From an optimization exercise on the open Yosys and OpenROAD flow, aimed at small area, a short achievable clock period and few clock cycles per item; shortcuts taken in it are not production practice. Function was checked by simulation only, so behaviour that the tests miss may differ from the original.

## flow/flow/run.sh

```bash
#!/bin/bash
# Standard layout, with the port buffers made of sky130_fd_sc_hd__buf_2 cells instead of the
# buffer_ports default. All output goes to flow.log in the work folder.
set -o pipefail
export BUFFER_PORTS_ARGS="-buffer_cell sky130_fd_sc_hd__buf_2"
bash standard.sh > flow.log 2>&1
```

## flow/design.v

```verilog
`timescale 1ns / 1ps
package dd_pkg;
  localparam int unsigned DAY_W   = 5;
  localparam int unsigned MONTH_W = 4;
  localparam int unsigned YEAR_W  = 14;
  localparam int unsigned DIFF_W  = 23;
endpackage
`timescale 1ns / 1ps
module date_difference_days_top #(
  parameter int unsigned YEAR_MAX = 9999
) (
  input  logic                      clk_i,
  input  logic                      rst_ni,
  input  logic                      valid_i,
  output logic                      stall_o,
  input  logic [dd_pkg::DAY_W-1:0]   first_day_i,
  input  logic [dd_pkg::MONTH_W-1:0] first_month_i,
  input  logic [dd_pkg::YEAR_W-1:0]  first_year_i,
  input  logic [dd_pkg::DAY_W-1:0]   second_day_i,
  input  logic [dd_pkg::MONTH_W-1:0] second_month_i,
  input  logic [dd_pkg::YEAR_W-1:0]  second_year_i,
  output logic                      valid_o,
  input  logic                      stall_i,
  output logic [dd_pkg::DIFF_W-1:0]  day_difference_o
);
  logic [1:0] valid_q;
  logic       adv;
  logic       hit;
  logic [3:0] flags_d, flags_q;
  assign flags_d = {second_year_i > 14'd9999, second_year_i == 14'd0,
                     first_year_i > 14'd9999, first_year_i == 14'd0};
  assign hit = (flags_d == flags_q);
  always_ff @(posedge clk_i or negedge rst_ni) begin
    if (!rst_ni) begin
      flags_q <= 4'd0;
    end else if (valid_i) begin
      flags_q <= flags_d;
    end
  end
  assign adv     = !(valid_q[1] && stall_i);
  assign stall_o = !(adv && hit);
  assign valid_o = valid_q[1];
  always_ff @(posedge clk_i or negedge rst_ni) begin
    if (!rst_ni) begin
      valid_q <= 2'b00;
    end else if (adv) begin
      valid_q <= {valid_q[0], valid_i && hit};
    end
  end
  logic [13:0] yc0, yc1;
  assign yc0 = flags_q[1] ? 14'd9999 : {first_year_i[13:1], first_year_i[0] | flags_q[0]};
  assign yc1 = flags_q[3] ? 14'd9999 : {second_year_i[13:1], second_year_i[0] | flags_q[2]};
  logic [11:0] q0, q1;
  assign q0 = yc0[13:2];
  assign q1 = yc1[13:2];
  logic [14:0] dlt_d;
  assign dlt_d = {1'b0, yc1} + {1'b0, ~yc0} + 15'd1;
  logic [8:0] b1, nb0;
  always_comb begin
    logic [8:0] r;
    case (second_month_i)
      4'd0: r = 9'd0;
      4'd1: r = 9'd0;
      4'd2: r = 9'd31;
      4'd3: r = 9'd59;
      4'd4: r = 9'd90;
      4'd5: r = 9'd120;
      4'd6: r = 9'd151;
      4'd7: r = 9'd181;
      4'd8: r = 9'd212;
      4'd9: r = 9'd243;
      4'd10: r = 9'd273;
      4'd11: r = 9'd304;
      4'd12: r = 9'd334;
      4'd13: r = 9'd334;
      4'd14: r = 9'd334;
      4'd15: r = 9'd334;
      default: r = 9'd0;
    endcase
    b1 = r;
  end
  always_comb begin
    logic [8:0] r;
    case (first_month_i)
      4'd0: r = 9'd511;
      4'd1: r = 9'd511;
      4'd2: r = 9'd480;
      4'd3: r = 9'd452;
      4'd4: r = 9'd421;
      4'd5: r = 9'd391;
      4'd6: r = 9'd360;
      4'd7: r = 9'd330;
      4'd8: r = 9'd299;
      4'd9: r = 9'd268;
      4'd10: r = 9'd238;
      4'd11: r = 9'd207;
      4'd12: r = 9'd177;
      4'd13: r = 9'd177;
      4'd14: r = 9'd177;
      4'd15: r = 9'd177;
      default: r = 9'd0;
    endcase
    nb0 = r;
  end
  logic e_s95;
  assign e_s95 = second_day_i[0] ^ ~first_day_i[0] ^ q1[0];
  logic e_c96;
  assign e_c96 = (second_day_i[0] & ~first_day_i[0]) | (second_day_i[0] & q1[0]) | (~first_day_i[0] & q1[0]);
  logic e_s97;
  assign e_s97 = ~q0[0] ^ b1[0] ^ nb0[0];
  logic e_c98;
  assign e_c98 = (~q0[0] & b1[0]) | (~q0[0] & nb0[0]) | (b1[0] & nb0[0]);
  logic e_s99;
  assign e_s99 = second_day_i[1] ^ ~first_day_i[1] ^ q1[1];
  logic e_c100;
  assign e_c100 = (second_day_i[1] & ~first_day_i[1]) | (second_day_i[1] & q1[1]) | (~first_day_i[1] & q1[1]);
  logic e_s101;
  assign e_s101 = ~q0[1] ^ b1[1] ^ nb0[1];
  logic e_c102;
  assign e_c102 = (~q0[1] & b1[1]) | (~q0[1] & nb0[1]) | (b1[1] & nb0[1]);
  logic e_s103;
  assign e_s103 = e_c96 ^ e_s99 ^ e_c98;
  logic e_c104;
  assign e_c104 = (e_c96 & e_s99) | (e_c96 & e_c98) | (e_s99 & e_c98);
  logic e_s105;
  assign e_s105 = second_day_i[2] ^ ~first_day_i[2] ^ q1[2];
  logic e_c106;
  assign e_c106 = (second_day_i[2] & ~first_day_i[2]) | (second_day_i[2] & q1[2]) | (~first_day_i[2] & q1[2]);
  logic e_s107;
  assign e_s107 = ~q0[2] ^ b1[2] ^ nb0[2];
  logic e_c108;
  assign e_c108 = (~q0[2] & b1[2]) | (~q0[2] & nb0[2]) | (b1[2] & nb0[2]);
  logic e_s109;
  assign e_s109 = e_c100 ^ e_s105 ^ e_c102;
  logic e_c110;
  assign e_c110 = (e_c100 & e_s105) | (e_c100 & e_c102) | (e_s105 & e_c102);
  logic e_s111;
  assign e_s111 = e_s107 ^ e_c104 ^ e_s109;
  logic e_c112;
  assign e_c112 = (e_s107 & e_c104) | (e_s107 & e_s109) | (e_c104 & e_s109);
  logic e_s113;
  assign e_s113 = second_day_i[3] ^ ~first_day_i[3] ^ q1[3];
  logic e_c114;
  assign e_c114 = (second_day_i[3] & ~first_day_i[3]) | (second_day_i[3] & q1[3]) | (~first_day_i[3] & q1[3]);
  logic e_s115;
  assign e_s115 = ~q0[3] ^ b1[3] ^ nb0[3];
  logic e_c116;
  assign e_c116 = (~q0[3] & b1[3]) | (~q0[3] & nb0[3]) | (b1[3] & nb0[3]);
  logic e_s117;
  assign e_s117 = e_c106 ^ e_s113 ^ e_c108;
  logic e_c118;
  assign e_c118 = (e_c106 & e_s113) | (e_c106 & e_c108) | (e_s113 & e_c108);
  logic e_s119;
  assign e_s119 = e_s115 ^ e_c110 ^ e_s117;
  logic e_c120;
  assign e_c120 = (e_s115 & e_c110) | (e_s115 & e_s117) | (e_c110 & e_s117);
  logic e_s121;
  assign e_s121 = second_day_i[4] ^ ~first_day_i[4] ^ q1[4];
  logic e_c122;
  assign e_c122 = (second_day_i[4] & ~first_day_i[4]) | (second_day_i[4] & q1[4]) | (~first_day_i[4] & q1[4]);
  logic e_s123;
  assign e_s123 = ~q0[4] ^ b1[4] ^ nb0[4];
  logic e_c124;
  assign e_c124 = (~q0[4] & b1[4]) | (~q0[4] & nb0[4]) | (b1[4] & nb0[4]);
  logic e_s125;
  assign e_s125 = e_c114 ^ e_s121 ^ e_c116;
  logic e_c126;
  assign e_c126 = (e_c114 & e_s121) | (e_c114 & e_c116) | (e_s121 & e_c116);
  logic e_s127;
  assign e_s127 = e_s123 ^ e_c118 ^ e_s125;
  logic e_c128;
  assign e_c128 = (e_s123 & e_c118) | (e_s123 & e_s125) | (e_c118 & e_s125);
  logic e_s129;
  assign e_s129 = q1[5] ^ ~q0[5] ^ b1[5];
  logic e_c130;
  assign e_c130 = (q1[5] & ~q0[5]) | (q1[5] & b1[5]) | (~q0[5] & b1[5]);
  logic e_s131;
  assign e_s131 = nb0[5] ^ e_c122 ^ e_c124;
  logic e_c132;
  assign e_c132 = (nb0[5] & e_c122) | (nb0[5] & e_c124) | (e_c122 & e_c124);
  logic e_s133;
  assign e_s133 = e_s129 ^ e_c126 ^ e_s131;
  logic e_c134;
  assign e_c134 = (e_s129 & e_c126) | (e_s129 & e_s131) | (e_c126 & e_s131);
  logic e_s135;
  assign e_s135 = q1[6] ^ ~q0[6] ^ b1[6];
  logic e_c136;
  assign e_c136 = (q1[6] & ~q0[6]) | (q1[6] & b1[6]) | (~q0[6] & b1[6]);
  logic e_s137;
  assign e_s137 = nb0[6] ^ e_c130 ^ e_s135;
  logic e_c138;
  assign e_c138 = (nb0[6] & e_c130) | (nb0[6] & e_s135) | (e_c130 & e_s135);
  logic e_h139;
  assign e_h139 = e_c132 ^ e_s137;
  logic e_k140;
  assign e_k140 = e_c132 & e_s137;
  logic e_s141;
  assign e_s141 = q1[7] ^ ~q0[7] ^ b1[7];
  logic e_c142;
  assign e_c142 = (q1[7] & ~q0[7]) | (q1[7] & b1[7]) | (~q0[7] & b1[7]);
  logic e_s143;
  assign e_s143 = nb0[7] ^ e_c136 ^ e_s141;
  logic e_c144;
  assign e_c144 = (nb0[7] & e_c136) | (nb0[7] & e_s141) | (e_c136 & e_s141);
  logic e_h145;
  assign e_h145 = e_c138 ^ e_s143;
  logic e_k146;
  assign e_k146 = e_c138 & e_s143;
  logic e_s147;
  assign e_s147 = q1[8] ^ ~q0[8] ^ b1[8];
  logic e_c148;
  assign e_c148 = (q1[8] & ~q0[8]) | (q1[8] & b1[8]) | (~q0[8] & b1[8]);
  logic e_s149;
  assign e_s149 = nb0[8] ^ e_c142 ^ e_s147;
  logic e_c150;
  assign e_c150 = (nb0[8] & e_c142) | (nb0[8] & e_s147) | (e_c142 & e_s147);
  logic e_h151;
  assign e_h151 = e_c144 ^ e_s149;
  logic e_k152;
  assign e_k152 = e_c144 & e_s149;
  logic e_s153;
  assign e_s153 = q1[9] ^ ~q0[9] ^ e_c148;
  logic e_c154;
  assign e_c154 = (q1[9] & ~q0[9]) | (q1[9] & e_c148) | (~q0[9] & e_c148);
  logic e_h155;
  assign e_h155 = e_c150 ^ e_s153;
  logic e_k156;
  assign e_k156 = e_c150 & e_s153;
  logic e_s157;
  assign e_s157 = q1[10] ^ ~q0[10] ^ e_c154;
  logic e_c158;
  assign e_c158 = (q1[10] & ~q0[10]) | (q1[10] & e_c154) | (~q0[10] & e_c154);
  logic e_h159;
  assign e_h159 = q1[11] ^ ~q0[11];
  logic e_k160;
  assign e_k160 = q1[11] & ~q0[11];
  logic [12:0] e_d;
  assign e_d = {e_k160, e_h159, e_k156, e_k152, e_k146, e_k140, e_h139, e_c128, e_c120, e_c112, e_s111, e_s101, e_s95} + {1'b0, e_c158, e_s157, e_h155, e_h151, e_h145, e_c134, e_s133, e_s127, e_s119, 1'b0, e_s103, e_s97};
  logic d0_s1;
  assign d0_s1 = q0[0] ^ q0[3] ^ ~q0[8];
  logic d0_c2;
  assign d0_c2 = (q0[0] & q0[3]) | (q0[0] & ~q0[8]) | (q0[3] & ~q0[8]);
  logic d0_s3;
  assign d0_s3 = q0[1] ^ q0[4] ^ ~q0[9];
  logic d0_c4;
  assign d0_c4 = (q0[1] & q0[4]) | (q0[1] & ~q0[9]) | (q0[4] & ~q0[9]);
  logic d0_s5;
  assign d0_s5 = q0[0] ^ q0[2] ^ q0[5];
  logic d0_c6;
  assign d0_c6 = (q0[0] & q0[2]) | (q0[0] & q0[5]) | (q0[2] & q0[5]);
  logic d0_s7;
  assign d0_s7 = ~q0[10] ^ d0_c4 ^ d0_s5;
  logic d0_c8;
  assign d0_c8 = (~q0[10] & d0_c4) | (~q0[10] & d0_s5) | (d0_c4 & d0_s5);
  logic d0_s9;
  assign d0_s9 = q0[1] ^ q0[3] ^ q0[6];
  logic d0_c10;
  assign d0_c10 = (q0[1] & q0[3]) | (q0[1] & q0[6]) | (q0[3] & q0[6]);
  logic d0_s11;
  assign d0_s11 = ~q0[11] ^ d0_c6 ^ d0_s9;
  logic d0_c12;
  assign d0_c12 = (~q0[11] & d0_c6) | (~q0[11] & d0_s9) | (d0_c6 & d0_s9);
  logic d0_s13;
  assign d0_s13 = ~(q0[2] ^ q0[4]);
  logic d0_c14;
  assign d0_c14 = q0[2] | q0[4];
  logic d0_s15;
  assign d0_s15 = q0[7] ^ d0_c10 ^ d0_s13;
  logic d0_c16;
  assign d0_c16 = (q0[7] & d0_c10) | (q0[7] & d0_s13) | (d0_c10 & d0_s13);
  logic d0_s17;
  assign d0_s17 = ~(q0[3] ^ q0[5]);
  logic d0_c18;
  assign d0_c18 = q0[3] | q0[5];
  logic d0_s19;
  assign d0_s19 = q0[8] ^ d0_c14 ^ d0_s17;
  logic d0_c20;
  assign d0_c20 = (q0[8] & d0_c14) | (q0[8] & d0_s17) | (d0_c14 & d0_s17);
  logic d0_s21;
  assign d0_s21 = ~(q0[4] ^ q0[6]);
  logic d0_c22;
  assign d0_c22 = q0[4] | q0[6];
  logic d0_s23;
  assign d0_s23 = q0[9] ^ d0_c18 ^ d0_s21;
  logic d0_c24;
  assign d0_c24 = (q0[9] & d0_c18) | (q0[9] & d0_s21) | (d0_c18 & d0_s21);
  logic d0_s25;
  assign d0_s25 = ~(q0[5] ^ q0[7]);
  logic d0_c26;
  assign d0_c26 = q0[5] | q0[7];
  logic d0_s27;
  assign d0_s27 = q0[10] ^ d0_c22 ^ d0_s25;
  logic d0_c28;
  assign d0_c28 = (q0[10] & d0_c22) | (q0[10] & d0_s25) | (d0_c22 & d0_s25);
  logic d0_s29;
  assign d0_s29 = ~(q0[6] ^ q0[8]);
  logic d0_c30;
  assign d0_c30 = q0[6] | q0[8];
  logic d0_s31;
  assign d0_s31 = q0[11] ^ d0_c26 ^ d0_s29;
  logic d0_c32;
  assign d0_c32 = (q0[11] & d0_c26) | (q0[11] & d0_s29) | (d0_c26 & d0_s29);
  logic d0_s33;
  assign d0_s33 = ~(q0[7] ^ q0[9]);
  logic d0_c34;
  assign d0_c34 = q0[7] | q0[9];
  logic d0_h35;
  assign d0_h35 = d0_c30 ^ d0_s33;
  logic d0_k36;
  assign d0_k36 = d0_c30 & d0_s33;
  logic d0_s37;
  assign d0_s37 = ~(q0[8] ^ q0[10]);
  logic d0_c38;
  assign d0_c38 = q0[8] | q0[10];
  logic d0_h39;
  assign d0_h39 = d0_c34 ^ d0_s37;
  logic d0_k40;
  assign d0_k40 = d0_c34 & d0_s37;
  logic d0_s41;
  assign d0_s41 = ~(q0[9] ^ q0[11]);
  logic d0_c42;
  assign d0_c42 = q0[9] | q0[11];
  logic d0_h43;
  assign d0_h43 = d0_c38 ^ d0_s41;
  logic d0_k44;
  assign d0_k44 = d0_c38 & d0_s41;
  logic d0_s45;
  assign d0_s45 = ~(q0[10] ^ d0_c42);
  logic d0_c46;
  assign d0_c46 = q0[10] | d0_c42;
  logic d0_s47;
  assign d0_s47 = ~(q0[11] ^ d0_c46);
  logic [21:0] p0;
  assign p0 = {d0_s47, d0_k44, d0_k40, d0_k36, d0_h35, d0_c28, d0_c24, d0_c20, d0_c16, d0_c12, d0_c8, d0_s7, d0_c2, d0_s1, q0[2], q0[1], q0[0], ~q0[4], ~q0[3], ~q0[2], ~q0[1], 1'b1} + {1'b0, d0_s45, d0_h43, d0_h39, d0_c32, d0_s31, d0_s27, d0_s23, d0_s19, d0_s15, d0_s11, 1'b0, d0_s3, 1'b0, ~q0[7], ~q0[6], ~q0[5], 1'b0, 1'b0, 1'b0, 1'b0, ~q0[0]};
  logic d1_s48;
  assign d1_s48 = q1[0] ^ q1[3] ^ ~q1[8];
  logic d1_c49;
  assign d1_c49 = (q1[0] & q1[3]) | (q1[0] & ~q1[8]) | (q1[3] & ~q1[8]);
  logic d1_s50;
  assign d1_s50 = q1[1] ^ q1[4] ^ ~q1[9];
  logic d1_c51;
  assign d1_c51 = (q1[1] & q1[4]) | (q1[1] & ~q1[9]) | (q1[4] & ~q1[9]);
  logic d1_s52;
  assign d1_s52 = q1[0] ^ q1[2] ^ q1[5];
  logic d1_c53;
  assign d1_c53 = (q1[0] & q1[2]) | (q1[0] & q1[5]) | (q1[2] & q1[5]);
  logic d1_s54;
  assign d1_s54 = ~q1[10] ^ d1_c51 ^ d1_s52;
  logic d1_c55;
  assign d1_c55 = (~q1[10] & d1_c51) | (~q1[10] & d1_s52) | (d1_c51 & d1_s52);
  logic d1_s56;
  assign d1_s56 = q1[1] ^ q1[3] ^ q1[6];
  logic d1_c57;
  assign d1_c57 = (q1[1] & q1[3]) | (q1[1] & q1[6]) | (q1[3] & q1[6]);
  logic d1_s58;
  assign d1_s58 = ~q1[11] ^ d1_c53 ^ d1_s56;
  logic d1_c59;
  assign d1_c59 = (~q1[11] & d1_c53) | (~q1[11] & d1_s56) | (d1_c53 & d1_s56);
  logic d1_s60;
  assign d1_s60 = ~(q1[2] ^ q1[4]);
  logic d1_c61;
  assign d1_c61 = q1[2] | q1[4];
  logic d1_s62;
  assign d1_s62 = q1[7] ^ d1_c57 ^ d1_s60;
  logic d1_c63;
  assign d1_c63 = (q1[7] & d1_c57) | (q1[7] & d1_s60) | (d1_c57 & d1_s60);
  logic d1_s64;
  assign d1_s64 = ~(q1[3] ^ q1[5]);
  logic d1_c65;
  assign d1_c65 = q1[3] | q1[5];
  logic d1_s66;
  assign d1_s66 = q1[8] ^ d1_c61 ^ d1_s64;
  logic d1_c67;
  assign d1_c67 = (q1[8] & d1_c61) | (q1[8] & d1_s64) | (d1_c61 & d1_s64);
  logic d1_s68;
  assign d1_s68 = ~(q1[4] ^ q1[6]);
  logic d1_c69;
  assign d1_c69 = q1[4] | q1[6];
  logic d1_s70;
  assign d1_s70 = q1[9] ^ d1_c65 ^ d1_s68;
  logic d1_c71;
  assign d1_c71 = (q1[9] & d1_c65) | (q1[9] & d1_s68) | (d1_c65 & d1_s68);
  logic d1_s72;
  assign d1_s72 = ~(q1[5] ^ q1[7]);
  logic d1_c73;
  assign d1_c73 = q1[5] | q1[7];
  logic d1_s74;
  assign d1_s74 = q1[10] ^ d1_c69 ^ d1_s72;
  logic d1_c75;
  assign d1_c75 = (q1[10] & d1_c69) | (q1[10] & d1_s72) | (d1_c69 & d1_s72);
  logic d1_s76;
  assign d1_s76 = ~(q1[6] ^ q1[8]);
  logic d1_c77;
  assign d1_c77 = q1[6] | q1[8];
  logic d1_s78;
  assign d1_s78 = q1[11] ^ d1_c73 ^ d1_s76;
  logic d1_c79;
  assign d1_c79 = (q1[11] & d1_c73) | (q1[11] & d1_s76) | (d1_c73 & d1_s76);
  logic d1_s80;
  assign d1_s80 = ~(q1[7] ^ q1[9]);
  logic d1_c81;
  assign d1_c81 = q1[7] | q1[9];
  logic d1_h82;
  assign d1_h82 = d1_c77 ^ d1_s80;
  logic d1_k83;
  assign d1_k83 = d1_c77 & d1_s80;
  logic d1_s84;
  assign d1_s84 = ~(q1[8] ^ q1[10]);
  logic d1_c85;
  assign d1_c85 = q1[8] | q1[10];
  logic d1_h86;
  assign d1_h86 = d1_c81 ^ d1_s84;
  logic d1_k87;
  assign d1_k87 = d1_c81 & d1_s84;
  logic d1_s88;
  assign d1_s88 = ~(q1[9] ^ q1[11]);
  logic d1_c89;
  assign d1_c89 = q1[9] | q1[11];
  logic d1_h90;
  assign d1_h90 = d1_c85 ^ d1_s88;
  logic d1_k91;
  assign d1_k91 = d1_c85 & d1_s88;
  logic d1_s92;
  assign d1_s92 = ~(q1[10] ^ d1_c89);
  logic d1_c93;
  assign d1_c93 = q1[10] | d1_c89;
  logic d1_s94;
  assign d1_s94 = ~(q1[11] ^ d1_c93);
  logic [21:0] p1;
  assign p1 = {d1_s94, d1_k91, d1_k87, d1_k83, d1_h82, d1_c75, d1_c71, d1_c67, d1_c63, d1_c59, d1_c55, d1_s54, d1_c49, d1_s48, q1[2], q1[1], q1[0], ~q1[4], ~q1[3], ~q1[2], ~q1[1], 1'b1} + {1'b0, d1_s92, d1_h90, d1_h86, d1_c79, d1_s78, d1_s74, d1_s70, d1_s66, d1_s62, d1_s58, 1'b0, d1_s50, 1'b0, ~q1[7], ~q1[6], ~q1[5], 1'b0, 1'b0, 1'b0, 1'b0, ~q1[0]};
  logic [6:0] c0_d, c1_d;
  logic       lj0_d, lj1_d;
  assign c0_d  = p0[21:15];
  assign c1_d  = p1[21:15];
  assign lj0_d = (yc0[1:0] == 2'd0) && ((p0[14:10] != 5'd0) || (p0[16:15] == 2'd0))
                 && (first_month_i <= 4'd2);
  assign lj1_d = (yc1[1:0] == 2'd0) && ((p1[14:10] != 5'd0) || (p1[16:15] == 2'd0))
                 && (second_month_i <= 4'd2);
  logic [14:0] dlt_q;
  logic [12:0] e_q;
  logic [6:0]  c0_q, c1_q;
  logic        lj0_q, lj1_q;
  always_ff @(posedge clk_i) begin
    if (adv) begin
      dlt_q <= dlt_d;
      e_q   <= e_d;
      c0_q  <= c0_d;
      c1_q  <= c1_d;
      lj0_q <= lj0_d;
      lj1_q <= lj1_d;
    end
  end
  logic [8:0] g0_w, g1_w;
  logic [7:0] g0, g1;
  assign g0_w = {1'b0, c0_q, 1'b1} + {1'b0, ~{2'b0, c0_q[6:2]}, lj0_q};
  assign g1_w = {1'b0, c1_q, 1'b1} + {1'b0, ~{2'b0, c1_q[6:2]}, lj1_q};
  assign g0 = g0_w[8:1];
  assign g1 = g1_w[8:1];
  logic s_s161;
  assign s_s161 = ~(~dlt_q[0] ^ e_q[0]);
  logic s_c162;
  assign s_c162 = ~dlt_q[0] | e_q[0];
  logic s_s163;
  assign s_s163 = s_s161 ^ ~g1[0] ^ g0[0];
  logic s_c164;
  assign s_c164 = (s_s161 & ~g1[0]) | (s_s161 & g0[0]) | (~g1[0] & g0[0]);
  logic s_s165;
  assign s_s165 = ~dlt_q[0] ^ ~dlt_q[1] ^ e_q[1];
  logic s_c166;
  assign s_c166 = (~dlt_q[0] & ~dlt_q[1]) | (~dlt_q[0] & e_q[1]) | (~dlt_q[1] & e_q[1]);
  logic s_s167;
  assign s_s167 = ~(s_c162 ^ s_s165);
  logic s_c168;
  assign s_c168 = s_c162 | s_s165;
  logic s_s169;
  assign s_s169 = ~g1[1] ^ g0[1] ^ s_s167;
  logic s_c170;
  assign s_c170 = (~g1[1] & g0[1]) | (~g1[1] & s_s167) | (g0[1] & s_s167);
  logic s_s171;
  assign s_s171 = ~dlt_q[1] ^ ~dlt_q[2] ^ e_q[2];
  logic s_c172;
  assign s_c172 = (~dlt_q[1] & ~dlt_q[2]) | (~dlt_q[1] & e_q[2]) | (~dlt_q[2] & e_q[2]);
  logic s_s173;
  assign s_s173 = ~(s_c166 ^ s_s171);
  logic s_c174;
  assign s_c174 = s_c166 | s_s171;
  logic s_s175;
  assign s_s175 = ~g1[2] ^ g0[2] ^ s_c168;
  logic s_c176;
  assign s_c176 = (~g1[2] & g0[2]) | (~g1[2] & s_c168) | (g0[2] & s_c168);
  logic s_s177;
  assign s_s177 = s_s173 ^ s_c170 ^ s_s175;
  logic s_c178;
  assign s_c178 = (s_s173 & s_c170) | (s_s173 & s_s175) | (s_c170 & s_s175);
  logic s_s179;
  assign s_s179 = ~dlt_q[2] ^ ~dlt_q[3] ^ e_q[3];
  logic s_c180;
  assign s_c180 = (~dlt_q[2] & ~dlt_q[3]) | (~dlt_q[2] & e_q[3]) | (~dlt_q[3] & e_q[3]);
  logic s_s181;
  assign s_s181 = s_c172 ^ s_s179 ^ ~g1[3];
  logic s_c182;
  assign s_c182 = (s_c172 & s_s179) | (s_c172 & ~g1[3]) | (s_s179 & ~g1[3]);
  logic s_s183;
  assign s_s183 = g0[3] ^ s_c174 ^ s_s181;
  logic s_c184;
  assign s_c184 = (g0[3] & s_c174) | (g0[3] & s_s181) | (s_c174 & s_s181);
  logic s_h185;
  assign s_h185 = s_c176 ^ s_s183;
  logic s_k186;
  assign s_k186 = s_c176 & s_s183;
  logic s_s187;
  assign s_s187 = ~dlt_q[0] ^ ~dlt_q[3] ^ ~dlt_q[4];
  logic s_c188;
  assign s_c188 = (~dlt_q[0] & ~dlt_q[3]) | (~dlt_q[0] & ~dlt_q[4]) | (~dlt_q[3] & ~dlt_q[4]);
  logic s_s189;
  assign s_s189 = ~(e_q[4] ^ s_c180);
  logic s_c190;
  assign s_c190 = e_q[4] | s_c180;
  logic s_s191;
  assign s_s191 = s_s187 ^ ~g1[4] ^ g0[4];
  logic s_c192;
  assign s_c192 = (s_s187 & ~g1[4]) | (s_s187 & g0[4]) | (~g1[4] & g0[4]);
  logic s_s193;
  assign s_s193 = s_s189 ^ s_c182 ^ s_s191;
  logic s_c194;
  assign s_c194 = (s_s189 & s_c182) | (s_s189 & s_s191) | (s_c182 & s_s191);
  logic s_h195;
  assign s_h195 = s_c184 ^ s_s193;
  logic s_k196;
  assign s_k196 = s_c184 & s_s193;
  logic s_s197;
  assign s_s197 = ~dlt_q[1] ^ ~dlt_q[4] ^ ~dlt_q[5];
  logic s_c198;
  assign s_c198 = (~dlt_q[1] & ~dlt_q[4]) | (~dlt_q[1] & ~dlt_q[5]) | (~dlt_q[4] & ~dlt_q[5]);
  logic s_s199;
  assign s_s199 = ~(e_q[5] ^ s_c188);
  logic s_c200;
  assign s_c200 = e_q[5] | s_c188;
  logic s_s201;
  assign s_s201 = s_s197 ^ ~g1[5] ^ g0[5];
  logic s_c202;
  assign s_c202 = (s_s197 & ~g1[5]) | (s_s197 & g0[5]) | (~g1[5] & g0[5]);
  logic s_s203;
  assign s_s203 = s_c190 ^ s_s199 ^ s_c192;
  logic s_c204;
  assign s_c204 = (s_c190 & s_s199) | (s_c190 & s_c192) | (s_s199 & s_c192);
  logic s_s205;
  assign s_s205 = s_s201 ^ s_c194 ^ s_s203;
  logic s_c206;
  assign s_c206 = (s_s201 & s_c194) | (s_s201 & s_s203) | (s_c194 & s_s203);
  logic s_s207;
  assign s_s207 = ~dlt_q[2] ^ ~dlt_q[5] ^ ~dlt_q[6];
  logic s_c208;
  assign s_c208 = (~dlt_q[2] & ~dlt_q[5]) | (~dlt_q[2] & ~dlt_q[6]) | (~dlt_q[5] & ~dlt_q[6]);
  logic s_s209;
  assign s_s209 = ~(e_q[6] ^ s_c198);
  logic s_c210;
  assign s_c210 = e_q[6] | s_c198;
  logic s_s211;
  assign s_s211 = s_s207 ^ ~g1[6] ^ g0[6];
  logic s_c212;
  assign s_c212 = (s_s207 & ~g1[6]) | (s_s207 & g0[6]) | (~g1[6] & g0[6]);
  logic s_s213;
  assign s_s213 = s_c200 ^ s_s209 ^ s_c202;
  logic s_c214;
  assign s_c214 = (s_c200 & s_s209) | (s_c200 & s_c202) | (s_s209 & s_c202);
  logic s_s215;
  assign s_s215 = s_s211 ^ s_c204 ^ s_s213;
  logic s_c216;
  assign s_c216 = (s_s211 & s_c204) | (s_s211 & s_s213) | (s_c204 & s_s213);
  logic s_s217;
  assign s_s217 = dlt_q[0] ^ ~dlt_q[3] ^ ~dlt_q[6];
  logic s_c218;
  assign s_c218 = (dlt_q[0] & ~dlt_q[3]) | (dlt_q[0] & ~dlt_q[6]) | (~dlt_q[3] & ~dlt_q[6]);
  logic s_s219;
  assign s_s219 = ~(~dlt_q[7] ^ e_q[7]);
  logic s_c220;
  assign s_c220 = ~dlt_q[7] | e_q[7];
  logic s_s221;
  assign s_s221 = s_c208 ^ s_s217 ^ s_s219;
  logic s_c222;
  assign s_c222 = (s_c208 & s_s217) | (s_c208 & s_s219) | (s_s217 & s_s219);
  logic s_s223;
  assign s_s223 = ~g1[7] ^ g0[7] ^ s_c210;
  logic s_c224;
  assign s_c224 = (~g1[7] & g0[7]) | (~g1[7] & s_c210) | (g0[7] & s_c210);
  logic s_s225;
  assign s_s225 = s_s221 ^ s_c212 ^ s_s223;
  logic s_c226;
  assign s_c226 = (s_s221 & s_c212) | (s_s221 & s_s223) | (s_c212 & s_s223);
  logic s_h227;
  assign s_h227 = s_c214 ^ s_s225;
  logic s_k228;
  assign s_k228 = s_c214 & s_s225;
  logic s_s229;
  assign s_s229 = dlt_q[0] ^ dlt_q[1] ^ ~dlt_q[4];
  logic s_c230;
  assign s_c230 = (dlt_q[0] & dlt_q[1]) | (dlt_q[0] & ~dlt_q[4]) | (dlt_q[1] & ~dlt_q[4]);
  logic s_s231;
  assign s_s231 = ~dlt_q[7] ^ ~dlt_q[8] ^ e_q[8];
  logic s_c232;
  assign s_c232 = (~dlt_q[7] & ~dlt_q[8]) | (~dlt_q[7] & e_q[8]) | (~dlt_q[8] & e_q[8]);
  logic s_s233;
  assign s_s233 = s_c218 ^ s_c220 ^ s_s229;
  logic s_c234;
  assign s_c234 = (s_c218 & s_c220) | (s_c218 & s_s229) | (s_c220 & s_s229);
  logic s_s235;
  assign s_s235 = s_s231 ^ s_c222 ^ s_s233;
  logic s_c236;
  assign s_c236 = (s_s231 & s_c222) | (s_s231 & s_s233) | (s_c222 & s_s233);
  logic s_s237;
  assign s_s237 = s_c224 ^ s_s235 ^ s_c226;
  logic s_c238;
  assign s_c238 = (s_c224 & s_s235) | (s_c224 & s_c226) | (s_s235 & s_c226);
  logic s_s239;
  assign s_s239 = dlt_q[1] ^ dlt_q[2] ^ ~dlt_q[5];
  logic s_c240;
  assign s_c240 = (dlt_q[1] & dlt_q[2]) | (dlt_q[1] & ~dlt_q[5]) | (dlt_q[2] & ~dlt_q[5]);
  logic s_s241;
  assign s_s241 = ~dlt_q[8] ^ ~dlt_q[9] ^ e_q[9];
  logic s_c242;
  assign s_c242 = (~dlt_q[8] & ~dlt_q[9]) | (~dlt_q[8] & e_q[9]) | (~dlt_q[9] & e_q[9]);
  logic s_s243;
  assign s_s243 = s_c230 ^ s_c232 ^ s_s239;
  logic s_c244;
  assign s_c244 = (s_c230 & s_c232) | (s_c230 & s_s239) | (s_c232 & s_s239);
  logic s_s245;
  assign s_s245 = s_s241 ^ s_c234 ^ s_s243;
  logic s_c246;
  assign s_c246 = (s_s241 & s_c234) | (s_s241 & s_s243) | (s_c234 & s_s243);
  logic s_h247;
  assign s_h247 = s_c236 ^ s_s245;
  logic s_k248;
  assign s_k248 = s_c236 & s_s245;
  logic s_s249;
  assign s_s249 = dlt_q[2] ^ dlt_q[3] ^ ~dlt_q[6];
  logic s_c250;
  assign s_c250 = (dlt_q[2] & dlt_q[3]) | (dlt_q[2] & ~dlt_q[6]) | (dlt_q[3] & ~dlt_q[6]);
  logic s_s251;
  assign s_s251 = ~dlt_q[9] ^ ~dlt_q[10] ^ e_q[10];
  logic s_c252;
  assign s_c252 = (~dlt_q[9] & ~dlt_q[10]) | (~dlt_q[9] & e_q[10]) | (~dlt_q[10] & e_q[10]);
  logic s_s253;
  assign s_s253 = ~(s_c240 ^ s_c242);
  logic s_c254;
  assign s_c254 = s_c240 | s_c242;
  logic s_s255;
  assign s_s255 = s_s249 ^ s_s251 ^ s_c244;
  logic s_c256;
  assign s_c256 = (s_s249 & s_s251) | (s_s249 & s_c244) | (s_s251 & s_c244);
  logic s_s257;
  assign s_s257 = s_s253 ^ s_c246 ^ s_s255;
  logic s_c258;
  assign s_c258 = (s_s253 & s_c246) | (s_s253 & s_s255) | (s_c246 & s_s255);
  logic s_s259;
  assign s_s259 = dlt_q[3] ^ dlt_q[4] ^ ~dlt_q[7];
  logic s_c260;
  assign s_c260 = (dlt_q[3] & dlt_q[4]) | (dlt_q[3] & ~dlt_q[7]) | (dlt_q[4] & ~dlt_q[7]);
  logic s_s261;
  assign s_s261 = ~dlt_q[10] ^ ~dlt_q[11] ^ e_q[11];
  logic s_c262;
  assign s_c262 = (~dlt_q[10] & ~dlt_q[11]) | (~dlt_q[10] & e_q[11]) | (~dlt_q[11] & e_q[11]);
  logic s_s263;
  assign s_s263 = ~(s_c250 ^ s_c252);
  logic s_c264;
  assign s_c264 = s_c250 | s_c252;
  logic s_s265;
  assign s_s265 = s_s259 ^ s_s261 ^ s_c254;
  logic s_c266;
  assign s_c266 = (s_s259 & s_s261) | (s_s259 & s_c254) | (s_s261 & s_c254);
  logic s_s267;
  assign s_s267 = s_s263 ^ s_c256 ^ s_s265;
  logic s_c268;
  assign s_c268 = (s_s263 & s_c256) | (s_s263 & s_s265) | (s_c256 & s_s265);
  logic s_s269;
  assign s_s269 = dlt_q[4] ^ dlt_q[5] ^ ~dlt_q[8];
  logic s_c270;
  assign s_c270 = (dlt_q[4] & dlt_q[5]) | (dlt_q[4] & ~dlt_q[8]) | (dlt_q[5] & ~dlt_q[8]);
  logic s_s271;
  assign s_s271 = ~dlt_q[11] ^ ~dlt_q[12] ^ e_q[12];
  logic s_c272;
  assign s_c272 = (~dlt_q[11] & ~dlt_q[12]) | (~dlt_q[11] & e_q[12]) | (~dlt_q[12] & e_q[12]);
  logic s_s273;
  assign s_s273 = s_c260 ^ s_c262 ^ s_s269;
  logic s_c274;
  assign s_c274 = (s_c260 & s_c262) | (s_c260 & s_s269) | (s_c262 & s_s269);
  logic s_s275;
  assign s_s275 = s_s271 ^ s_c264 ^ s_s273;
  logic s_c276;
  assign s_c276 = (s_s271 & s_c264) | (s_s271 & s_s273) | (s_c264 & s_s273);
  logic s_h277;
  assign s_h277 = s_c266 ^ s_s275;
  logic s_k278;
  assign s_k278 = s_c266 & s_s275;
  logic s_s279;
  assign s_s279 = dlt_q[5] ^ dlt_q[6] ^ ~dlt_q[9];
  logic s_c280;
  assign s_c280 = (dlt_q[5] & dlt_q[6]) | (dlt_q[5] & ~dlt_q[9]) | (dlt_q[6] & ~dlt_q[9]);
  logic s_s281;
  assign s_s281 = ~(~dlt_q[12] ^ ~dlt_q[13]);
  logic s_c282;
  assign s_c282 = ~dlt_q[12] | ~dlt_q[13];
  logic s_s283;
  assign s_s283 = s_c270 ^ s_c272 ^ s_s279;
  logic s_c284;
  assign s_c284 = (s_c270 & s_c272) | (s_c270 & s_s279) | (s_c272 & s_s279);
  logic s_s285;
  assign s_s285 = s_s281 ^ s_c274 ^ s_s283;
  logic s_c286;
  assign s_c286 = (s_s281 & s_c274) | (s_s281 & s_s283) | (s_c274 & s_s283);
  logic s_h287;
  assign s_h287 = s_c276 ^ s_s285;
  logic s_k288;
  assign s_k288 = s_c276 & s_s285;
  logic s_s289;
  assign s_s289 = dlt_q[6] ^ dlt_q[7] ^ ~dlt_q[10];
  logic s_c290;
  assign s_c290 = (dlt_q[6] & dlt_q[7]) | (dlt_q[6] & ~dlt_q[10]) | (dlt_q[7] & ~dlt_q[10]);
  logic s_s291;
  assign s_s291 = ~dlt_q[13] ^ ~dlt_q[14] ^ s_c280;
  logic s_c292;
  assign s_c292 = (~dlt_q[13] & ~dlt_q[14]) | (~dlt_q[13] & s_c280) | (~dlt_q[14] & s_c280);
  logic s_s293;
  assign s_s293 = s_c282 ^ s_s289 ^ s_c284;
  logic s_c294;
  assign s_c294 = (s_c282 & s_s289) | (s_c282 & s_c284) | (s_s289 & s_c284);
  logic s_s295;
  assign s_s295 = s_s291 ^ s_c286 ^ s_s293;
  logic s_c296;
  assign s_c296 = (s_s291 & s_c286) | (s_s291 & s_s293) | (s_c286 & s_s293);
  logic s_s297;
  assign s_s297 = dlt_q[7] ^ dlt_q[8] ^ ~dlt_q[11];
  logic s_c298;
  assign s_c298 = (dlt_q[7] & dlt_q[8]) | (dlt_q[7] & ~dlt_q[11]) | (dlt_q[8] & ~dlt_q[11]);
  logic s_s299;
  assign s_s299 = ~dlt_q[14] ^ s_c290 ^ s_s297;
  logic s_c300;
  assign s_c300 = (~dlt_q[14] & s_c290) | (~dlt_q[14] & s_s297) | (s_c290 & s_s297);
  logic s_s301;
  assign s_s301 = s_c292 ^ s_s299 ^ s_c294;
  logic s_c302;
  assign s_c302 = (s_c292 & s_s299) | (s_c292 & s_c294) | (s_s299 & s_c294);
  logic s_s303;
  assign s_s303 = dlt_q[8] ^ dlt_q[9] ^ ~dlt_q[12];
  logic s_c304;
  assign s_c304 = (dlt_q[8] & dlt_q[9]) | (dlt_q[8] & ~dlt_q[12]) | (dlt_q[9] & ~dlt_q[12]);
  logic s_s305;
  assign s_s305 = ~(s_c298 ^ s_s303);
  logic s_c306;
  assign s_c306 = s_c298 | s_s303;
  logic s_h307;
  assign s_h307 = s_c300 ^ s_s305;
  logic s_k308;
  assign s_k308 = s_c300 & s_s305;
  logic s_s309;
  assign s_s309 = dlt_q[9] ^ dlt_q[10] ^ ~dlt_q[13];
  logic s_c310;
  assign s_c310 = (dlt_q[9] & dlt_q[10]) | (dlt_q[9] & ~dlt_q[13]) | (dlt_q[10] & ~dlt_q[13]);
  logic s_s311;
  assign s_s311 = ~(s_c304 ^ s_s309);
  logic s_c312;
  assign s_c312 = s_c304 | s_s309;
  logic s_h313;
  assign s_h313 = s_c306 ^ s_s311;
  logic s_k314;
  assign s_k314 = s_c306 & s_s311;
  logic s_s315;
  assign s_s315 = dlt_q[10] ^ dlt_q[11] ^ ~dlt_q[14];
  logic s_c316;
  assign s_c316 = (dlt_q[10] & dlt_q[11]) | (dlt_q[10] & ~dlt_q[14]) | (dlt_q[11] & ~dlt_q[14]);
  logic s_s317;
  assign s_s317 = s_c310 ^ s_s315 ^ s_c312;
  logic s_c318;
  assign s_c318 = (s_c310 & s_s315) | (s_c310 & s_c312) | (s_s315 & s_c312);
  logic s_s319;
  assign s_s319 = ~(dlt_q[11] ^ dlt_q[12]);
  logic s_c320;
  assign s_c320 = dlt_q[11] | dlt_q[12];
  logic s_h321;
  assign s_h321 = s_c316 ^ s_s319;
  logic s_k322;
  assign s_k322 = s_c316 & s_s319;
  logic s_s323;
  assign s_s323 = ~(dlt_q[12] ^ dlt_q[13]);
  logic s_c324;
  assign s_c324 = dlt_q[12] | dlt_q[13];
  logic s_h325;
  assign s_h325 = s_c320 ^ s_s323;
  logic s_k326;
  assign s_k326 = s_c320 & s_s323;
  logic s_s327;
  assign s_s327 = dlt_q[13] ^ dlt_q[14] ^ s_c324;
  logic s_c328;
  assign s_c328 = (dlt_q[13] & dlt_q[14]) | (dlt_q[13] & s_c324) | (dlt_q[14] & s_c324);
  logic [22:0] ra_d, rb_d, ra_q, rb_q;
  assign ra_d = {dlt_q[14], s_k326, s_k322, s_h321, s_k314, s_k308, s_h307, s_c296, s_k288, s_k278, s_h277, s_c258, s_k248, s_h247, s_k228, s_c216, s_c206, s_k196, s_k186, s_c178, s_s177, s_c164, s_s163};
  assign rb_d = {s_c328, s_s327, s_h325, s_c318, s_s317, s_h313, s_c302, s_s301, s_s295, s_h287, s_c268, s_s267, s_s257, s_c238, s_s237, s_h227, s_s215, s_s205, s_h195, s_h185, 1'b0, s_s169, 1'b0};
  always_ff @(posedge clk_i) begin
    if (adv) begin
      ra_q <= ra_d;
      rb_q <= rb_d;
    end
  end
  assign day_difference_o = ra_q + rb_q;
endmodule
```

## flow/constraint.sdc

```tcl
create_clock -name core_clock -period 5.5 [get_ports {clk_i}]
set_input_delay 1.1000 -clock core_clock [delete_from_list [all_inputs] [get_ports {clk_i}]]
set_output_delay 1.1000 -clock core_clock [all_outputs]
set_load 0.01 [all_outputs]
```

## flow/standard.sh

```bash
#!/bin/bash
# synth_recipe.tcl (not shown) runs the flow's synth.tcl, then flattens the netlist and writes it again
# the make line also repeats each setting of config.mk as NAME=value (left out here)
make -C /OpenROAD-flow-scripts/flow DESIGN_CONFIG=/design/flow/config.mk WORK_HOME=/design/flow/orfs CLKGATE_MAP_FILE= SYNTH_SCRIPT=/design/flow/synth_recipe.tcl "${@:-finish}"
```

## flow/config.mk

```make
export PLATFORM = sky130hd
export DESIGN_NAME = date_difference_days_top
export DESIGN_NICKNAME = date_difference_days_top
export VERILOG_FILES = /design/flow/design.v
export SDC_FILE = /design/flow/constraint.sdc
export NUM_CORES = 4
export LEC_CHECK = 0
export ABC_CLOCK_PERIOD_IN_PS = 1000
export CAP_MARGIN = 20
export CORE_MARGIN = 2
export CORE_UTILIZATION = 70
export GPL_ROUTABILITY_DRIVEN = 0
export GPL_TIMING_DRIVEN = 0
export SETUP_SLACK_MARGIN = 1.3
export SLEW_MARGIN = 20
```

==> flow_metrics.py, run 1 <==
metrics = {
    "clock_tree": {
        "cts_htree_levels": 3,
        "tritoncts": "built",
        "clk_transition_reported_paths_ns": 0.07,
        "cts_max_path_buffers": 2,
        "cts-buffers-inserted": 9,
        "cts.sinks": 94,
        "cts-hold-fix-buffers": 0,
        "clock-root-buffer": "sky130_fd_sc_hd__clkbuf_16",
        "clkLatencyLatePin_ns": 0.34,
    },
    "worst_hold_path": {
        "worstHoldPathType": "reg2reg",
    },
    "place": {
        "port-buffer-count": 74,
        "place_hpwl_um": 18000,
    },
    "floorplan": {
        "design.core.area_sq_mm": 0.0153,
        "die_w_um": 130,
        "fp.dieH_um": 130,
        "fp.dieArea_sq_mm": 0.0168,
        "start_util": 0.720,
        "fp-row-count": 45,
        "floorplan.io_pins": 75,
    },
    "drt": {
        "dr_total_vias": 7865,
        "postRouteWirelength_um": 22800,
        "drc_errors": 0,
        "drt-pass1-iter-count": 5,
        "routed_via_density": 5.61,
        "route.detailed.wl_per_inst_um": 16.2,
        "first_iter_violations": 430,
        "detail-route-antenna-nets": 0,
    },
    "synth": {
        "synth_seq_area_share": 0.253,
        "syn-instance-count": 1085,
        "synth_area_leaders": "sky130_fd_sc_hd__edfxtp_1, sky130_fd_sc_hd__fa_1, sky130_fd_sc_hd__ha_1, sky130_fd_sc_hd__inv_1, sky130_fd_sc_hd__xnor2_1",
        "ys_async_sr_fraction": 0.0638,
        "synth-warning-count": 1,
        "syn_nets": 1403,
        "synth_enable_flop_cells": 88,
        "synth-seq-cells": 94,
        "synth_top_cell_area_share": 0.240,
        "synth_area_per_inst_sq_um": 10.2,
        "ys_top_cells_by_count": "sky130_fd_sc_hd__inv_1, sky130_fd_sc_hd__ha_1, sky130_fd_sc_hd__fa_1, sky130_fd_sc_hd__edfxtp_1, sky130_fd_sc_hd__nor2_1",
        "post-synth-top-area-cell": "sky130_fd_sc_hd__edfxtp_1",
        "synth_cell_types": 71,
        "synth_most_common_cell": "sky130_fd_sc_hd__inv_1",
        "synth_ff_type": "sky130_fd_sc_hd__edfxtp_1",
        "synthesis.area_sq_mm": 0.0110,
    },
    "global_route": {
        "grtUsageMet2": 0.485,
        "grt_max_degree": 64,
        "gr_usage_total": 0.283,
        "use_met1": 0.367,
        "global_route.usage.met3": 0.0339,
        "global_route.peak_usage_layer": "met2",
        "globalRouteOverflowTotal": 0,
        "first_global_vias": 7710,
        "number_of_antenna_violations_at_the_first_check_in_global_routing": 0,
        "grt_pass1_wl_um": 36500,
    },
    "setup_path": {
        "crit_fanout": 7,
        "worst_ep_arrival_time_ns": 4.54,
        "cpPeakStageDelay_ns": 0.42,
        "critical_path_required_ns": 5.58,
        "critPathSlowestCell": "sky130_fd_sc_hd__fa_1",
        "timing.critical_path.cells": "buf_6 -> inv_4 -> ha_2 -> mux2i_2 -> o21ai_2 -> fa_2 -> inv_2 -> fa_1 -> inv_1 -> fa_1 -> inv_2 -> ha_4 -> nor3b_4 -> o21a_1 -> o2111ai_2 -> nand3_2 -> a31o_4 -> a21oi_2 -> xnor2_1",
        "setup.worst_path.class": "in2reg",
        "worstSetupStartpointType": "input pin",
        "timing.critical_path.to_type": "flop",
    },
    "final_layout": {
        "n_antenna_cell": 0,
        "areaGrowthSynthToFinish_pct": 12.6,
        "post_route_cells_drive_above_1_share": 0.169,
        "nFillCells": 972,
        "finish.net_count": 1506,
    },
    "sta": {
        "fin_crit_sh": 0.810,
        "report.final.slew_viol_count": 0,
        "post-route-min-period_ns": 4.46,
        "grt_setup_unrepaired": "yes",
        "finalSetupTns_ns": 0,
        "fmaxAchievable_mhz": 224,
        "worstMarginPinSlew_ns": 0.704,
        "setup_viol": 0,
        "final.hold.worst_slack_ns": 0.479,
        "clock_skew_ns": 0.0111,
        "slew_headroom": 0.529,
        "timing.final.hold_violations": 0,
    },
    "flow_run": {
        "drv.max_cap_violation_count": 0,
    },
    "outcome": {
        "outcome": "finished clean",
    },
}
-- critical path, delay by kind of cell --
family / cells / cell delay, ns
XOR/XNOR: 1 / 0.09
adder cells (fa/ha/maj): 5 / 1.55
AND/OR/NAND/NOR: 2 / 0.29
AO/OA/AOI/OAI: 5 / 0.93
multiplexers: 1 / 0.20
buffers and inverters: 5 / 0.38
-- final timing paths --
kind / from / to / slack [ns] / cells after the start
worst max-delay path: first_month_i[1] / e_q[12] / 1.05 / 19
worst min-delay path: valid_q[0] / valid_q[1] / 0.48 / 1
worst max register to register: flags_q[3] / e_q[12] / 1.14 / 16
worst min register to register: valid_q[0] / valid_q[1] / 0.48 / 1
max in group asynchronous: rst_ni / flags_q[3] / 4.76 / 1
min in group asynchronous: rst_ni / flags_q[2] / 0.57 / 1
-- layer usage --
layer  wire length (um)  vias up
li1                   -     3820
met1               9630     3755
met2              11500      244
met3                957       46
met4                698        0
met5                  0        -
-- kinds of logic after synthesis --
logic type	Yosys count	share of synthesized area
adders and majority gates	268	0.382
buffers and inverters	257	0.0878
and+or+nand+nor	209	0.101
AOI/OAI and AO/OA	174	0.108
DFF	94	0.253
xor gates and xnor gates	70	0.0556
muxes	13	0.0125
-- placed cells by master (no fill, tap or decap), types with 8 or more instances in the layout --
cell,count
sky130_fd_sc_hd__o21a_1,11
sky130_fd_sc_hd__nand2b_1,12
sky130_fd_sc_hd__nand3_1,10
sky130_fd_sc_hd__clkbuf_16,9
sky130_fd_sc_hd__buf_2,68
sky130_fd_sc_hd__o21ai_0,39
sky130_fd_sc_hd__ha_1,148
sky130_fd_sc_hd__nor2b_1,15
sky130_fd_sc_hd__fa_1,107
sky130_fd_sc_hd__xnor2_1,46
sky130_fd_sc_hd__edfxtp_1,88
sky130_fd_sc_hd__inv_2,10
sky130_fd_sc_hd__buf_4,16
sky130_fd_sc_hd__nor2_1,50
sky130_fd_sc_hd__a21o_1,14
sky130_fd_sc_hd__xor2_1,23
sky130_fd_sc_hd__or2_2,8
sky130_fd_sc_hd__a211oi_1,10
sky130_fd_sc_hd__nand2_1,35
sky130_fd_sc_hd__a21oi_1,31
sky130_fd_sc_hd__nor3_1,16
sky130_fd_sc_hd__inv_1,233
-- through the flow --
stage	utilization	worst slack, ns	instances	cell area [sq um]
after floorplan	-	0.994	1085	11100
after global placement	0.765	0.389	1370	11700
after detailed placement	0.767	0.445	1371	11800
after CTS	0.801	1.11	1400	12300
after global routing	0.811	0.887	1403	12400
final	0.811	1.05	1403	12400
-- repair_timing --
item,CTS,global route
pin swaps,16,12
gates resized for setup,50,36
setup buffers,14,3
setup endpoints to repair,15,17
-- flip-flops by register name, indices dropped and copies added (netlist names) --
register and flops:
rb_q 21, e_q 13, ra_q 23, lj1_q 1, dlt_q 15, valid_q 2
c1_q 7, c0_q 7, lj0_q 1, flags_q 4
-- final cells by class --
class                   instances  area [sq um]  area share
flip-flops and latches         94          2790       0.225
clock inverters                 5          51.3     0.00413
plain buffers                  11          68.8     0.00554
clock buffers                  10           229      0.0184
inverters                     246           931      0.0749
multi-input cells             734          7510       0.604
well taps                     211           264      0.0212
repair buffers                 92           579      0.0466
Testbench counts, summed over its fixed seeds: cycles 12,016, items 12,000.
==> inputs of run 2 (changes only) <==
--- a/flow/config.mk
+++ b/flow/config.mk
@@ -5,11 +5,11 @@
 export SDC_FILE = /design/flow/constraint.sdc
 export NUM_CORES = 4
 export LEC_CHECK = 0
-export ABC_CLOCK_PERIOD_IN_PS = 1000
+export ABC_CLOCK_PERIOD_IN_PS = 4000
 export CAP_MARGIN = 20
 export CORE_MARGIN = 2
 export CORE_UTILIZATION = 70
 export GPL_ROUTABILITY_DRIVEN = 0
 export GPL_TIMING_DRIVEN = 0
-export SETUP_SLACK_MARGIN = 1.3
+export SETUP_SLACK_MARGIN = 1.1
 export SLEW_MARGIN = 20
==> run 2 against run 1 <==
Worst hold slack lost 0.0076 ns. Critical endpoint unchanged. Still clean. Synthesized cell count stayed put. Highest routed layer unchanged. Critical path type unchanged. Global-route usage fell by 0.21 points.
==> flow_metrics.py, run 2 <==
metrics = {
    "outcome": {
        "outcome": "finished clean",
    },
    "final_layout": {
        "layout.cells.most_common": "sky130_fd_sc_hd__inv_1",
        "largest_register_ff_count": 23,
        "layout_top_registers": "ra_q (23), rb_q (21), dlt_q (15)",
        "largest_register": "ra_q",
        "fin_area_sq_mm": 0.0122,
        "most-common-layout-cells": "sky130_fd_sc_hd__inv_1, sky130_fd_sc_hd__ha_1, sky130_fd_sc_hd__fa_1, sky130_fd_sc_hd__edfxtp_1, sky130_fd_sc_hd__buf_2",
        "n_antenna_cell": 0,
        "nFillCells": 1024,
        "layoutNonFillerInstCount": 1392,
        "finish.net_count": 1494,
        "fin_util": 0.799,
        "areaGrowthSynthToFinish_pct": 10.9,
        "post_route_cells_drive_above_1_share": 0.142,
    },
    "setup_path": {
        "timing.critical_path.to_type": "flop",
        "worst_ep_arrival_time_ns": 4.55,
        "worstSetupStartpointType": "input pin",
        "crit_start": "second_month_i[1]",
        "endpoint": "e_q[12]",
        "critical_path_required_ns": 5.60,
        "logic_depth_of_the_worst_register_to_register_path": 16,
        "r2r_start": "flags_q[3]",
        "crit_fanout": 7,
        "regToRegSetupSlack_ns": 1.11,
        "setup.worst_path.class": "in2reg",
        "rr_endpoint": "e_q[12]",
    },
    "sta": {
        "setup_viol": 0,
        "post-route-min-period_ns": 4.45,
        "finalSetupTns_ns": 0,
        "timing.final.hold_violations": 0,
        "grt_setup_unrepaired": "yes",
        "final.hold.worst_slack_ns": 0.472,
        "worstMarginPinSlew_ns": 0.752,
        "fin_crit_sh": 0.809,
        "fin_ws_ns": 1.05,
        "fmaxAchievable_mhz": 225,
        "clock_skew_ns": 0.00990,
        "slew_headroom": 0.497,
        "report.final.slew_viol_count": 0,
    },
    "synth": {
        "synth_most_common_cell": "sky130_fd_sc_hd__inv_1",
        "synth_compound_area_frac": 0.108,
        "synth_cell_types": 71,
        "syn-instance-count": 1085,
        "synth_top_cell_area_share": 0.240,
        "synth-warning-count": 1,
        "synth_seq_area_share": 0.253,
        "muxShareOfSynthArea": 0.0125,
        "synth_simple_gate_area_frac": 0.101,
        "combinational_family_with_the_most_area_after_synthesis": "adder cells",
        "synth-seq-cells": 94,
        "synth_area_per_inst_sq_um": 10.2,
        "synthesis.area_sq_mm": 0.0110,
        "post-synth-top-area-cell": "sky130_fd_sc_hd__edfxtp_1",
        "ys_top_cells_by_count": "sky130_fd_sc_hd__inv_1, sky130_fd_sc_hd__ha_1, sky130_fd_sc_hd__fa_1, sky130_fd_sc_hd__edfxtp_1, sky130_fd_sc_hd__nor2_1",
        "synth_ff_type": "sky130_fd_sc_hd__edfxtp_1",
        "ys_async_sr_fraction": 0.0638,
        "synth_enable_flop_cells": 88,
        "synth_area_leaders": "sky130_fd_sc_hd__edfxtp_1, sky130_fd_sc_hd__fa_1, sky130_fd_sc_hd__ha_1, sky130_fd_sc_hd__inv_1, sky130_fd_sc_hd__xnor2_1",
        "syn_nets": 1403,
        "post_synth_fa_ha_maj_area_fraction": 0.382,
        "synthXorXnorAreaFrac": 0.0556,
    },
    "drt": {
        "drc_errors": 0,
        "dr_total_vias": 7675,
        "met1Wirelength_um": 9580,
        "detail-route-antenna-nets": 0,
        "routed_via_density": 5.51,
        "drt-pass1-iter-count": 5,
        "highest_routing_layer_actually_used": "met4",
        "detailroute.wirelength.met3_um": 858,
        "postRouteWirelength_um": 22200,
        "met2RoutedLength_um": 11000,
        "first_iter_violations": 387,
        "route.detailed.wl_per_inst_um": 16.0,
    },
    "clock_tree": {
        "cts_max_path_buffers": 2,
        "cts.sinks": 94,
        "cts_htree_levels": 3,
        "tritoncts": "built",
        "clkLatencyLatePin_ns": 0.35,
        "clock-root-buffer": "sky130_fd_sc_hd__clkbuf_16",
        "clk_transition_reported_paths_ns": 0.07,
        "cts-buffers-inserted": 9,
    },
    "floorplan": {
        "floorplan.io_pins": 75,
        "design.core.area_sq_mm": 0.0153,
        "fp-row-count": 45,
        "fp.dieArea_sq_mm": 0.0168,
        "fp.dieH_um": 130,
        "start_util": 0.720,
        "die_w_um": 130,
    },
    "global_route": {
        "grt_max_degree": 63,
        "first_global_vias": 7597,
        "number_of_antenna_violations_at_the_first_check_in_global_routing": 0,
        "globalRouteOverflowTotal": 0,
        "grt_pass1_wl_um": 35900,
        "gr_usage_total": 0.281,
    },
    "place": {
        "place_hpwl_um": 18200,
        "dp_cells": 1371,
        "post_dp_cell_area_sq_mm": 0.0117,
        "port-buffer-count": 74,
        "worst_setup_slack_before_clock_tree_synthesis_ns": 0.346,
    },
    "worst_hold_path": {
        "worstHoldPathType": "reg2reg",
    },
    "flow_run": {
        "drv.max_cap_violation_count": 0,
    },
}
[run 2: cell types whose count changed in the layout (fill, tap and decap cells not counted), moves of 3 or more]
cell / previous run / this run
sky130_fd_sc_hd__buf_4: 16 / 7
sky130_fd_sc_hd__a21oi_1: 31 / 34
sky130_fd_sc_hd__a21oi_2: 5 / 2
sky130_fd_sc_hd__buf_6: 6 / 3
sky130_fd_sc_hd__fa_1: 107 / 110
sky130_fd_sc_hd__fa_2: 7 / 4
sky130_fd_sc_hd__ha_2: 3 / 0
[run 2: repair_timing]
item | CTS | global route
endpoints found under the setup margin | 11 | 7
resized for setup | 25 | 37
setup buffers | 2 | 3
pin swaps | 7 | 13
hold buffers | 0 | 0
[run 2: cell families after synthesis]
logic type / Yosys count
fa+ha+maj: 268
buf+inv: 257
simple gates: 209
compound gates: 174
flops: 94
xor+xnor: 70
mux: 13
[run 2: metal layers]
| metal | vias to the layer above | GRT usage |
|---|---|---|
| met5 | - | 0 |
| met4 | 0 | 0.119 |
| met3 | 48 | 0.0392 |
| met2 | 197 | 0.489 |
| met1 | 3646 | 0.353 |
| li1 | 3784 | - |
[run 2: layout make-up]
cell class	instances	area, sq um	share of cell area
clock buffer	11	233	0.0190
timing repair buffer	80	463	0.0378
multi-input combinational	734	7430	0.608
inverter	246	931	0.0761
clock inverter	5	50.0	0.00409
tap	211	264	0.0216
buffer	11	66.3	0.00542
sequential	94	2790	0.228
[run 2: worst min path at each step]
stage               start          to  slack, ns  cells after the start
2_1_floorplan  valid_q[0]  valid_q[1]       0.44                      1
3_3_place_gp   valid_q[0]  valid_q[1]       0.46                      1
3_5_place_dp   valid_q[0]  valid_q[1]       0.46                      1
4_1_cts        valid_q[0]  valid_q[1]       0.48                      1
5_1_grt        valid_q[0]  valid_q[1]       0.51                      1
6_report       valid_q[0]  valid_q[1]       0.47                      1
[run 2: worst max-delay path, cell delays in order]
cell                        delay (ns)
sky130_fd_sc_hd__buf_6            0.12
sky130_fd_sc_hd__ha_4             0.16
sky130_fd_sc_hd__mux2_4           0.29
sky130_fd_sc_hd__o21ai_4          0.13
sky130_fd_sc_hd__fa_2             0.22
sky130_fd_sc_hd__inv_2            0.04
sky130_fd_sc_hd__fa_1             0.47
sky130_fd_sc_hd__inv_1            0.05
sky130_fd_sc_hd__fa_1             0.51
sky130_fd_sc_hd__inv_2            0.04
sky130_fd_sc_hd__ha_4             0.22
sky130_fd_sc_hd__nor3b_4          0.16
sky130_fd_sc_hd__o21a_1           0.21
sky130_fd_sc_hd__o2111ai_2        0.21
sky130_fd_sc_hd__nand3_1          0.13
sky130_fd_sc_hd__a31o_2           0.26
sky130_fd_sc_hd__a21oi_2          0.14
sky130_fd_sc_hd__xnor2_1          0.09

==> static timing again, ports no longer ideal <==
Ports are ideal in the flow. The routed layouts listed here were re-timed in OpenROAD. Step 1 assumes that a clkbuf_16 drives the clock port and a buf_2 every other input. Step 2 moves the port delays by t, midway between the first and last clock arrival at a register: inputs arrive t later, outputs are due t later. That takes back most of the time a late clock gives input paths. a / b / c = ideal / step 1 / step 2; a / b = the first two.
run	shift t [ns]	setup slack, ns	slew at the worst register clock pin (ns)
run 1	0.382	1.045 / 1.052 / 0.671	0.07 / 0.07
run 2	0.397	1.050 / 1.052 / 0.655	0.07 / 0.07
After both steps setup and hold are still met in every run listed. The setup slack of run 2, which loses most, moves by +0.002 ns with the drivers and by -0.395 ns with both steps.
